This design comes from an exercise in tuning for small area on the open sky130 flow, not from production work. The RTL was checked by simulation tests, not by an equivalence proof against the original design. The clock port is modelled as an ideal driver, which makes a skipped or thinned clock tree look cheaper than it is; a real chip needs a root buffer or a tree. No activity file was given, so power comes from the tool's default toggle rates.

== JK ==
==> module keypad_calc_top, before the edit <==
module keypad_calc_top (
    input  logic       clk_i,
    input  logic       reset_i,
    input  logic [3:0] key_code_i,
    input  logic       key_detect_i,
    output logic       key_error_o,
    output logic [7:0] result_o,
    output logic       result_valid_o,
    output logic [4:0] result_addr_o
);
    localparam logic [3:0] S_W0   = 4'b0000;   
    localparam logic [3:0] S_C0   = 4'b0001;   
    localparam logic [3:0] S_W1   = 4'b0010;   
    localparam logic [3:0] S_W0V  = 4'b1000;   
    localparam logic [3:0] S_C0V  = 4'b1001;   
    localparam logic [3:0] S_W1V  = 4'b1010;   
    localparam logic [3:0] S_W0R  = 4'b1011;   
    localparam logic [3:0] S_W0W  = 4'b1100;   
    localparam logic [3:0] S_C0W  = 4'b1101;   
    localparam logic [3:0] S_R    = 4'b1110;   
    localparam logic [3:0] S_L    = 4'b1111;   
    logic [3:0] state, state_d;
    logic [3:0] key_q, a_q;
    logic [2:0] op_q;
    logic [6:0] res_q;
    logic checking, key_ok, digit_ok, wr;
    assign digit_ok = !key_q[3] || (!key_q[2] && !key_q[1]);
    always_comb begin
        case (state)
            4'b0011: key_ok = key_q[3] && (key_q[2] || key_q[1]) && !(key_q[2] && key_q[1] && key_q[0]);
            4'b0111: key_ok = &key_q;
            default: key_ok = digit_ok;
        endcase
    end
    assign checking = (!state[3] && state[0]) || state == S_C0V || state == S_C0W;
    assign wr       = state == S_W0W || state == S_C0W;
    assign result_valid_o = state == S_W0V || state == S_C0V || state == S_W1V;
    always_comb begin
        case (state)
            S_L:   state_d = S_R;
            S_R:   state_d = S_W0R;
            S_W0R: state_d = key_detect_i ? S_C0W : S_W0W;
            S_W0W: state_d = key_detect_i ? S_C0V : S_W0V;
            S_C0W: state_d = key_ok ? S_W1V : S_W0V;
            S_W0V: state_d = key_detect_i ? S_C0 : S_W0;
            S_C0V: state_d = key_ok ? S_W1 : S_W0;
            S_W1V: state_d = key_detect_i ? 4'b0011 : S_W1;
            4'b0111: state_d = key_ok ? S_L : 4'b0110;
            default: begin
                if (!state[0]) state_d = key_detect_i ? state | 4'd1 : state;
                else           state_d = key_ok ? state + 4'd1 : state & 4'b1110;
            end
        endcase
    end
    logic mul, sub, lgc;
    assign mul = op_q[2] & op_q[1];
    assign sub = !op_q[2] & op_q[0];
    assign lgc = op_q[2] & !op_q[1];
    logic [3:0] b;
    assign b = key_q;
    logic [6:0] m0, m1, m2;
    assign m0 = {4'd0, a_q[2] & b[0], a_q[1] & b[0], a_q[0] & b[0]};
    assign m1 = {3'd0, (a_q[2] & b[1]) | (a_q[3] & b[0]), a_q[1] & b[1], a_q[0] & b[1], 1'b0};
    assign m2 = {a_q[3] & b[3], (a_q[3] & b[2]) | (a_q[2] & b[3]),
                 (a_q[2] & b[2]) | (a_q[1] & b[3]) | (a_q[3] & b[1]),
                 (a_q[1] & b[2]) | (a_q[0] & b[3]), a_q[0] & b[2], 2'b0};
    logic [6:0] row0, row1, row2, alu_out;
    assign row0 = lgc ? {3'd0, op_q[0] ? (a_q ^ b) : (a_q & b)} : mul ? m0 : {3'd0, a_q};
    assign row1 = mul ? m1 : 7'd0;
    assign row2 = lgc ? {3'd0, op_q[0] ? (a_q & b) : 4'd0} : mul ? m2 : ({3'd0, b} ^ {7{sub}});
    assign alu_out = row0 + row1 + row2 + {6'd0, sub};
    assign result_o = {res_q[6] & res_q[5], res_q};
    always_ff @(posedge clk_i, posedge reset_i) begin
        if (reset_i) begin
            state          <= S_W0;
            key_error_o    <= 1'b0;
            res_q          <= 7'd0;
            result_addr_o <= 5'd0;
        end else begin
            state          <= state_d;
            key_error_o    <= checking && !key_ok;
            if (wr) begin
                res_q  <= {a_q, op_q};
                result_addr_o <= (result_addr_o + 5'd3) | {3'd0, &result_addr_o[4:2], 1'b0};
            end
        end
    end
    always_ff @(posedge clk_i) begin
        key_q <= key_code_i;
        if (state == 4'b0101) begin
            if (digit_ok) {a_q, op_q} <= alu_out;
        end else begin
            if (state == S_C0 || state == S_C0V || state == S_C0W) a_q <= key_q;
            if (state == 4'b0011) op_q <= key_q[2:0];
        end
    end
endmodule
==> flow/config.mk <==
export PLATFORM = sky130hd
export DESIGN_NAME = keypad_calc_top
export DESIGN_NICKNAME = keypad_calc_top
export VERILOG_FILES = /design/flow/design.v
export SDC_FILE = /design/flow/constraint.sdc
export NUM_CORES = 4
export LEC_CHECK = 0
export CAP_MARGIN = 20
export CORE_MARGIN = 2
export CORE_UTILIZATION = 40
export SLEW_MARGIN = 20
==> flow/constraint.sdc <==
create_clock -name core_clock -period 10.0 [get_ports {clk_i}]
set_input_delay 2.0000 -clock core_clock [delete_from_list [all_inputs] [get_ports {clk_i}]]
set_output_delay 2.0000 -clock core_clock [all_outputs]
set_load 0.01 [all_outputs]
standard.sh (not shown) runs the stock make flow with config.mk's settings and CLKGATE_MAP_FILE= SYNTH_SCRIPT=/design/flow/synth_recipe.tcl, a recipe that flattens the netlist after the stock synthesis.
==> flow/flow/run.sh <==
#!/bin/bash
# Standard ORFS synthesis; the combinational logic re-mapped for area with a
# longer ABC run (registers untouched); standard ORFS floorplan and placement
# with small port buffers; a clock tree of one buffer; then the standard ORFS
# routing and finishing. Each tool's full output goes to a log file of its
# own in the work folder.
set -euo pipefail
cd "$(dirname "$0")/.."
W=$(pwd)
export R=$W/orfs/results/$FLOW_PLATFORM/keypad_calc_top/base
KNOBS=("BUFFER_PORTS_ARGS=-buffer_cell sky130_fd_sc_hd__buf_1")
bash standard.sh synth > log_1_synth.log 2>&1
cp $R/1_2_yosys.v $R/1_2_yosys_standard.v
mkdir -p reopt
cp flow/reopt.ys flow/abc.script reopt/
cp $FLOW_HOME/platforms/$FLOW_PLATFORM/lib/sky130_fd_sc_hd__tt_025C_1v80.lib reopt/lib.lib
cp $R/1_2_yosys_standard.v reopt/in.v
sed -i "s/top_name/$FLOW_TOP/" reopt/reopt.ys
(cd reopt && yosys -s reopt.ys) > log_2_reopt.log 2>&1
cp reopt/out.v $R/1_2_yosys.v
rm -f $R/1_synth.odb $R/1_synth.sdc
bash standard.sh "${KNOBS[@]}" place > log_3_place.log 2>&1
CLKBUF=sky130_fd_sc_hd__clkbuf_16 CLKPORT=clk_i openroad -no_init -exit flow/clock_buffer.tcl > log_4_clock.log 2>&1
cp $R/4_1_cts.odb $R/4_cts.odb
sed '/^create_clock/a set_propagated_clock [get_clocks {core_clock}]' $R/3_place.sdc > $R/4_cts.sdc
bash standard.sh "${KNOBS[@]}" finish > log_5_finish.log 2>&1
Other scripts of this flow, unchanged in this note and not shown: flow/flow/abc.script, flow/flow/clock_buffer.tcl, flow/flow/reopt.ys
What MS does differently from JK at the input level:
-- flow/design.v --
<<< JK, line 27
    logic checking, key_ok, digit_ok, wr;
    assign digit_ok = !key_q[3] || (!key_q[2] && !key_q[1]);
    always_comb begin
        case (state)
            4'b0011: key_ok = key_q[3] && (key_q[2] || key_q[1]) && !(key_q[2] && key_q[1] && key_q[0]);
            4'b0111: key_ok = &key_q;
            default: key_ok = digit_ok;
        endcase
    end
    assign checking = (!state[3] && state[0]) || state == S_C0V || state == S_C0W;
    assign wr       = state == S_W0W || state == S_C0W;
>>> MS, line 27
    logic checking, key_ok, digit_ok, wr;
    assign digit_ok = !key_q[3] || (!key_q[2] && !key_q[1]);
    assign key_ok = !state[1] ? digit_ok
                  : state[2]  ? &key_q
                  : key_q[3] && (key_q[2] || key_q[1]) && !(key_q[2] && key_q[1] && key_q[0]);
    assign checking = (!state[3] && state[0]) || state == S_C0V || state == S_C0W;
    assign wr       = state == S_W0W || state == S_C0W;
<<< JK, line 92
            if (digit_ok) {a_q, op_q} <= alu_out;
        end else begin
            if (state == S_C0 || state == S_C0V || state == S_C0W) a_q <= key_q;
            if (state == 4'b0011) op_q <= key_q[2:0];
        end
    end
>>> MS, line 88
            if (digit_ok) {a_q, op_q} <= alu_out;
        end else begin
            if ((!state[2] && !state[1]) || state == S_C0W) a_q <= key_q;
            if (!state[3] && !state[2]) op_q <= key_q[2:0];
        end
    end
### Flow results
Comparing MS and JK, the lower met3 demand-to-capacity share in global routing is on JK.
In MS relative to JK, flip-flop and latch power had gone up by a few percent.
Final worst-path cycle share (lower): MS
Synthesized netlist cell count (MS vs. JK) decreases by a little under 10%
MS vs. JK: via count went down, share of power burned in registers saw a decrease, die extent in y now sits lower, largest incremental delay on the critical path lost 0.22 ns.
Compared MS vs JK, and part of the total power dissipated in the clock network is down in MS.
Sort MS and JK by minimum clock period, ascending, and MS comes first.
In MS, the multi-input gate share of the layout cell area came out 0.61 points below the value in JK.
In every run of this note, the design's own scripts or RTL, not TritonCTS, make the clock network.


The RTL this note starts from:
==> flow/design.v <==
`timescale 1ns/100ps
module keypad_calc_top (
    input  logic       clk_i,
    input  logic       reset_i,
    input  logic [3:0] key_code_i,
    input  logic       key_detect_i,
    output logic       key_error_o,
    output logic [7:0] result_o,
    output logic       result_valid_o,
    output logic [4:0] result_addr_o
);
    logic [3:0] state;
    logic       rd_pend, wr_pend;
    logic [3:0] key_q, a_q, b_q;
    logic [2:0] op_q;
    logic waiting, checking, key_ok;
    logic [7:0] alu_out;
    assign waiting  = !state[3] && !state[0];
    assign checking = !state[3] && state[0];
    always_comb begin
        case (state[2:1])
            2'd0, 2'd2: key_ok = !key_q[3] || (!key_q[2] && !key_q[1]);
            2'd1:       key_ok = key_q[3] && (key_q[2] || key_q[1]) && !(key_q[2] && key_q[1] && key_q[0]);
            default:    key_ok = &key_q;
        endcase
    end
    always_comb begin
        case (op_q)
            3'b010:  alu_out = {4'd0, a_q} + {4'd0, b_q};
            3'b011:  alu_out = {4'd0, a_q} - {4'd0, b_q};
            3'b100:  alu_out = {4'd0, a_q & b_q};
            3'b101:  alu_out = {4'd0, a_q | b_q};
            3'b110:  alu_out = {4'd0, a_q} * {4'd0, b_q};
            default: alu_out = 8'd0;
        endcase
    end
    always_ff @(posedge clk_i, posedge reset_i) begin
        if (reset_i) begin
            state          <= 4'd0;
            rd_pend        <= 1'b0;
            wr_pend        <= 1'b0;
            key_error_o    <= 1'b0;
            result_valid_o <= 1'b0;
            result_o       <= 8'd0;
            result_addr_o  <= 5'd0;
        end else begin
            key_error_o    <= checking && !key_ok;
            rd_pend        <= state == 4'd9;
            wr_pend        <= rd_pend;
            result_valid_o <= wr_pend;
            if (waiting) begin
                if (key_detect_i) state <= state | 4'd1;
            end else if (checking) begin
                if (key_ok) state <= state + 4'd1;
                else        state <= state & 4'b1110;
            end else if (state[0]) begin
                state <= 4'd0;
            end else begin
                state <= 4'd9;
            end
            if (wr_pend) begin
                result_o      <= alu_out;
                result_addr_o <= (result_addr_o == 5'd0 || result_addr_o == 5'd30) ? 5'd3
                                 : result_addr_o + 5'd3;
            end
        end
    end
    always_ff @(posedge clk_i) begin
        if (waiting && key_detect_i) key_q <= key_code_i;
        if (state == 4'd1) a_q <= key_q;
        if (state == 4'd3) op_q <= key_q[2:0];
        if (state == 4'd5) b_q <= key_q;
    end
endmodule
Settings: LEC_CHECK=0, CAP_MARGIN=20, CORE_MARGIN=2, CORE_UTILIZATION=40, SLEW_MARGIN=20; clock period 10.0 ns.
run.sh (not shown) runs the stock make flow with config.mk's settings and CLKGATE_MAP_FILE= SYNTH_SCRIPT=/design/flow/synth_recipe.tcl, a recipe that flattens the netlist after the stock synthesis.
Stock flow here: none of the scripts above is used.
The first run completed without violations.
Next try:
==> flow/design.v (replaced) <==
`timescale 1ns/100ps
module keypad_calc_top (
    input  logic       clk_i,
    input  logic       reset_i,
    input  logic [3:0] key_code_i,
    input  logic       key_detect_i,
    output logic       key_error_o,
    output logic [7:0] result_o,
    output logic       result_valid_o,
    output logic [4:0] result_addr_o
);
    logic [3:0] state;
    logic       rd_pend, wr_pend;
    logic [3:0] key_q, a_q, b_q;
    logic [2:0] op_q;
    logic [6:0] res_q;
    logic waiting, checking, key_ok;
    assign waiting  = !state[3] && !state[0];
    assign checking = !state[3] && state[0];
    always_comb begin
        case (state[2:1])
            2'd0, 2'd2: key_ok = !key_q[3] || (!key_q[2] && !key_q[1]);
            2'd1:       key_ok = key_q[3] && (key_q[2] || key_q[1]) && !(key_q[2] && key_q[1] && key_q[0]);
            default:    key_ok = &key_q;
        endcase
    end
    logic       sub;
    logic [4:0] sum;
    assign sub = op_q[0];
    assign sum = {1'b0, a_q} + {1'b0, b_q ^ {4{sub}}} + {4'd0, sub};
    logic p, q, r, s, t;
    logic [6:0] prod;
    assign p = (a_q[3] & b_q[0]) | (a_q[1] & b_q[2]);
    assign q = (a_q[0] & b_q[3]) | (a_q[2] & b_q[1]);
    assign r = (a_q[3] & b_q[1]) | (a_q[1] & b_q[3]) | (a_q[2] & b_q[2]);
    assign s = (a_q[3] & b_q[2]) | (a_q[2] & b_q[3]);
    assign t = a_q[3] & b_q[3];
    assign prod = {6'd0, a_q[0] & b_q[0]}
                + {5'd0, a_q[1] & b_q[0], 1'b0} + {5'd0, a_q[0] & b_q[1], 1'b0}
                + {4'd0, a_q[2] & b_q[0], 2'b0} + {4'd0, a_q[1] & b_q[1], 2'b0}
                + {4'd0, a_q[0] & b_q[2], 2'b0}
                + {3'd0, p, 3'b0} + {3'd0, q, 3'b0} + {t, s, r, 4'b0};
    logic [6:0] alu_out;
    always_comb begin
        case (op_q)
            3'b010, 3'b011: alu_out = {{2{sub & ~sum[4]}}, sum[4] ^ sub, sum[3:0]};
            3'b100:  alu_out = {3'd0, a_q & b_q};
            3'b101:  alu_out = {3'd0, a_q | b_q};
            3'b110:  alu_out = prod;
            default: alu_out = 7'd0;
        endcase
    end
    assign result_o = {res_q[6] & res_q[5], res_q};
    always_ff @(posedge clk_i, posedge reset_i) begin
        if (reset_i) begin
            state          <= 4'd0;
            rd_pend        <= 1'b0;
            wr_pend        <= 1'b0;
            key_error_o    <= 1'b0;
            result_valid_o <= 1'b0;
            res_q          <= 7'd0;
            result_addr_o  <= 5'd0;
        end else begin
            key_error_o    <= checking && !key_ok;
            rd_pend        <= state == 4'd9;
            wr_pend        <= rd_pend;
            result_valid_o <= wr_pend;
            if (waiting) begin
                if (key_detect_i) state <= state | 4'd1;
            end else if (checking) begin
                if (key_ok) state <= state + 4'd1;
                else        state <= state & 4'b1110;
            end else if (state[0]) begin
                state <= 4'd0;
            end else begin
                state <= 4'd9;
            end
            if (wr_pend) begin
                res_q         <= alu_out;
                result_addr_o <= (result_addr_o == 5'd0 || result_addr_o == 5'd30) ? 5'd3
                                 : result_addr_o + 5'd3;
            end
        end
    end
    always_ff @(posedge clk_i) begin
        key_q <= key_code_i;
        if (state == 4'd1) a_q <= key_q;
        if (state == 4'd3) op_q <= key_q[2:0];
        if (state == 4'd5) b_q <= key_q;
    end
endmodule
Sequential cell count decreases by 1.
Worst hold slack gets better by 0.0031 ns.
Global-route usage is higher by 1.4 points.
Cell area went down by about a fifth.
First-iteration DRC count decreases by well over a third.

re-timing with driven ports:
How much do the figures lean on ideal ports? The routed layouts below were timed once more, with nothing changed but the port constraints. Step 1 sets driving cells, clkbuf_16 on the clock port and buf_2 on the other inputs (assumed; they add their load-dependent delay and slew). Step 2, shift: input delay + t, output delay - t, t = (earliest + latest rising clock arrival at the registers) / 2. This alone moves slack from input paths to output paths. Slacks: ideal / step 1 / step 2; pairs: ideal / step 1.
| run | shift t [ns] | setup slack, ns | latest minus earliest clock arrival (ns) |
|---|---|---|---|
| JK | 0.198 | 6.658 / 6.658 / 6.658 | 0.007 / 0.007 |
| MS | 0.188 | 6.856 / 6.828 / 7.016 | 0.004 / 0.005 |
| the first run of note 2 | 0.312 | 6.658 / 6.631 / 6.678 | 0.006 / 0.006 |
| the second run of note 2 | 0.304 | 6.667 / 6.643 / 6.947 | 0.007 / 0.007 |
After both steps setup and hold are still met in every run listed.
